This design comes from an exercise in tuning for small area, a short achievable clock period and few clock cycles per item on the open sky130 flow, not from production work.
Only simulation tests tie the RTL to the original design; equivalence was not proved.
Power and IR drop assume default switching activity.

==> lagoon: inputs <==
## prefix_add_unit
module prefix_add_unit (
  input  logic         clk_i,
  input  logic         rst_i,
  input  logic         flush_i,
  input  logic         req_valid_i,
  output logic         req_ready_o,
  input  logic [255:0] req_a_i,
  input  logic [255:0] req_b_i,
  input  logic         req_sub_i,
  input  logic         req_cin_i,
  output logic         resp_valid_o,
  input  logic         resp_ready_i,
  output logic [255:0] resp_sum_o,
  output logic         resp_cout_o,
  output logic         resp_ovf_o,
  output logic         busy_o
);
  localparam int DATA_W = 256;
  logic [DATA_W-1:0] bb;
  logic              cin;
  logic [DATA_W-1:0] sum;
  logic              cout;
  logic              c_msb;
  logic              accept;
  logic              valid_q;
  logic [DATA_W-1:0] sum_q;
  logic              cout_q;
  logic              ovf_q;
  assign bb  = req_sub_i ? ~req_b_i : req_b_i;
  assign cin = req_sub_i | req_cin_i;
  prefix_slice_adder #(
    .SLICE_W (DATA_W)
  ) u_adder (
    .a     (req_a_i),
    .b     (bb),
    .cin   (cin),
    .sum   (sum),
    .cout  (cout),
    .c_msb (c_msb)
  );
  assign req_ready_o = ~flush_i & (~valid_q | resp_ready_i);
  assign accept      = req_valid_i & req_ready_o;
  always_ff @(posedge clk_i) begin
    if (rst_i)        valid_q <= 1'b0;
    else if (accept)  valid_q <= 1'b1;
    else if (flush_i | resp_ready_i) valid_q <= 1'b0;
  end
  always_ff @(posedge clk_i) begin
    if (accept) begin
      sum_q  <= sum;
      cout_q <= cout;
      ovf_q  <= cout ^ c_msb;
    end
  end
  assign resp_valid_o = valid_q;
  assign busy_o       = valid_q;
  assign resp_sum_o   = sum_q;
  assign resp_cout_o  = cout_q;
  assign resp_ovf_o   = ovf_q;
endmodule
export LEC_CHECK = 0
export ABC_CLOCK_PERIOD_IN_PS = 3000
export CAP_MARGIN = 20
export CORE_MARGIN = 2
export CORE_UTILIZATION = 30
export SLEW_MARGIN = 20
create_clock -name core_clock -period 5.5 [get_ports {clk_i}]
run.sh (not shown) runs the stock make flow with config.mk's settings and CLKGATE_MAP_FILE= SYNTH_SCRIPT=/design/flow/synth_recipe.tcl, a recipe that flattens the netlist after the stock synthesis.
==> zinc: changes against lagoon <==
- ABC_AREA: default -> 1
- ABC_CLOCK_PERIOD_IN_PS: 3000 -> default
==> cedar: changes against lagoon <==
- CORE_UTILIZATION: 30 -> 50
==> impl_metrics.ini <==
[layout]
seq_share_pct = 23.0
area_share_nonclk_buffers_pct = 29.2
final_common_cell = clkdlybuf4s50_1
nNonClkInverters = 95
regArea_mm2 = 0.00777

[sta]
rsz0062_at_grt = false
fin_hold_ws_ps = 656

[power]
pwr-share-seq_pct = 30.2

[detailed_routing]
ant_nets = 0

[synthesis]
seq_area_frac_synth_pct = 35.9

[worst_setup_path]
crit_cells = 16

[floorplanning]
start_util_pct = 30.3
die-area_mm2 = 0.0744

[clock_tree]
cts_tree = done

[worst_hold_path]
min_from = valid_q

[outcome]
status = timing/DRC/antenna clean
The numbers above come from lagoon.

==> impl_metrics.ini <==
[outcome]
status = did not finish
stop_stage = I/O pin placement
error = [ERROR PPL-0024] Number of IO pins (780) exceeds maximum number of available positions (762). Increase the die perimeter from 848.56um to 1060.80um.

[synthesis]
yosys.area.top_type_share_pct = 35.8
seq_area_frac_synth_pct = 35.9
synth_edf_count = 258
ys_top_cells_by_count = xor2_1, edfxtp_1, ha_1
avgSynthCellArea_um2 = 10.2
synthMuxAreaShare_pct = 0.144
async_flop_share_pct = 0

[floorplanning]
die_h_um = 212
start_util_pct = 50.5
The numbers above come from cedar.

==> impl_metrics.ini <==
[sta]
fmax_mhz = 224
tightest_slew_ps = 859
fin_hold_ws_ps = 657

[worst_setup_path]
crit_cells = 24

[clock_tree]
cts_tree = done
cts.repair.resized = 0

[detailed_routing]
ant_nets = 0

[outcome]
status = timing/DRC/antenna clean

[layout]
area_share_nonclk_buffers_pct = 22.7
regArea_mm2 = 0.00777
seq_share_pct = 20.5
final_common_cell = nand2_1

[floorplanning]
die_h_um = 305
start_util_pct = 30.2

[power]
pwr-share-seq_pct = 28.8

[worst_hold_path]
min_from = valid_q
The numbers above come from zinc.

Testbench counts of lagoon, summed over its fixed seeds: cycles 1,288, items 1,280.
Testbench counts of zinc, summed over its fixed seeds: cycles 1,288, items 1,280.
Testbench counts of cedar, summed over its fixed seeds: cycles 1,288, items 1,280.

==> run a <==
prefix_add_unit, a different RTL version from the one above (not shown whole).
==> flow/config.mk <==
export PLATFORM = sky130hd
export DESIGN_NAME = prefix_add_unit
export DESIGN_NICKNAME = prefix_add_unit
export VERILOG_FILES = /design/flow/design.v
export SDC_FILE = /design/flow/constraint.sdc
export NUM_CORES = 4
export LEC_CHECK = 0
export CAP_MARGIN = 20
export CORE_ASPECT_RATIO = 0.33
export CORE_MARGIN = 2
export CORE_UTILIZATION = 45
export SETUP_SLACK_MARGIN = 1.6
export SLEW_MARGIN = 20
export SYNTH_HIERARCHICAL = 1
export SYNTH_MINIMUM_KEEP_SIZE = 0
export BUFFER_PORTS_ARGS = -buffer_cell sky130_fd_sc_hd__buf_1
==> flow/constraint.sdc <==
create_clock -name core_clock -period 5.5 [get_ports {clk_i}]
set_input_delay 1.1000 -clock core_clock [delete_from_list [all_inputs] [get_ports {clk_i}]]
set_output_delay 1.1000 -clock core_clock [all_outputs]
set_load 0.01 [all_outputs]
standard.sh (not shown) runs the stock make flow with config.mk's settings and CLKGATE_MAP_FILE= SYNTH_SCRIPT=/design/flow/synth_recipe.tcl, a recipe that flattens the netlist after the stock synthesis.
==> flow/flow/run.sh <==
#!/bin/bash
# Standard ORFS layout, except that the port buffers are the smallest
# buffer cell (buf_1) instead of the cell buffer_ports picks by default.
set -e
echo 'export BUFFER_PORTS_ARGS = -buffer_cell sky130_fd_sc_hd__buf_1' >> "$FLOW_CONFIG"
bash standard.sh > standard.log 2>&1
==> run b: changes against run a <==
--- a/flow/config.mk
+++ b/flow/config.mk
@@ -10,5 +10,5 @@
 export CORE_MARGIN = 2
 export CORE_UTILIZATION = 45
-export SETUP_SLACK_MARGIN = 1.6
+export SETUP_SLACK_MARGIN = 1.9
 export SLEW_MARGIN = 20
 export SYNTH_HIERARCHICAL = 1
==> run c: changes against run a <==
==> flow/flow/run.sh (replaced) <==
#!/bin/bash
# Standard ORFS layout, except that the port buffers are the smallest
# buffer cell (buf_1) instead of the cell buffer_ports picks by default,
# and ABC sizes the gates for a light load (1 fF instead of the platform's
# 5 fF), leaving upsizing to the timing repair that follows placement.
set -e
echo 'export BUFFER_PORTS_ARGS = -buffer_cell sky130_fd_sc_hd__buf_1' >> "$FLOW_CONFIG"
bash standard.sh ABC_LOAD_IN_FF=1 finish > standard.log 2>&1
==> flow_metrics.env <==
export IMPL_outcome="timing/DRC/antenna clean"
export IMPL_synthXorXnorAreaFrac=0.324
export IMPL_dr_total_vias=18900
export IMPL_critPathLaunch="req_b_i[0]"
export IMPL_fin_cells=3780
Source of the figures above: run b

==> flow_metrics.env <==
export IMPL_seq_area_um2=7770
export IMPL_synthXorXnorAreaFrac=0.337
export IMPL_irDropWorstVdd_v=0.000193
export IMPL_critPathLaunch="req_sub_i"
export IMPL_dr_total_vias=18400
export IMPL_outcome="timing/DRC/antenna clean"
Source of the figures above: run c

==> flow_metrics.env <==
export IMPL_dr_total_vias=18500
export IMPL_synthXorXnorAreaFrac=0.324
export IMPL_holdPathEnd="valid_q"
export IMPL_critPathLaunch="req_sub_i"
export IMPL_outcome="timing/DRC/antenna clean"
export IMPL_fin_cells=3740
export IMPL_met2_usage=0.455
export IMPL_grt_use_met1=0.339
Source of the figures above: run a

Testbench counts of run a, summed over its fixed seeds: cycles 1,288, items 1,280.
Testbench counts of run b, summed over its fixed seeds: cycles 1,288, items 1,280.
Testbench counts of run c, summed over its fixed seeds: cycles 1,288, items 1,280.

-- static timing again, ports no longer ideal --
How much do the figures lean on ideal ports? The routed layouts below were timed once more, with nothing changed but the port constraints.
Step 1 sets driving cells, clkbuf_16 on the clock port and buf_2 on the other inputs (assumed; they add their load-dependent delay and slew).
Step 2 adds t to the input delays and takes it off the output delays; t is the mean of the earliest and latest rising clock arrival at the registers after step 1. Input paths then give back, and output paths get back, about the clock's delay inside the block.
Slacks: ideal / step 1 / step 2; pairs: ideal / step 1.
run | t (ns) | setup WS [ns] | slew at the worst register clock pin (ns) | cell pins on the clock port's net
lagoon | 0.602 | 0.404 / 0.407 / -0.195 | 0.06 / 0.06 | 1
zinc | 0.618 | 1.041 / 1.052 / 0.434 | 0.06 / 0.06 | 1
run a | 0.618 | 1.649 / 1.649 / 1.031 | 0.08 / 0.08 | 1
run b | 0.599 | 1.794 / 1.557 / 0.958 | 0.07 / 0.07 | 1
run c | 0.606 | 1.679 / 1.405 / 0.799 | 0.07 / 0.07 | 1
Met with ideal ports but missed after step 2: setup timing in lagoon. For run c, which loses most, drivers alone change the setup slack by -0.274 ns; drivers and shift together by -0.880 ns.
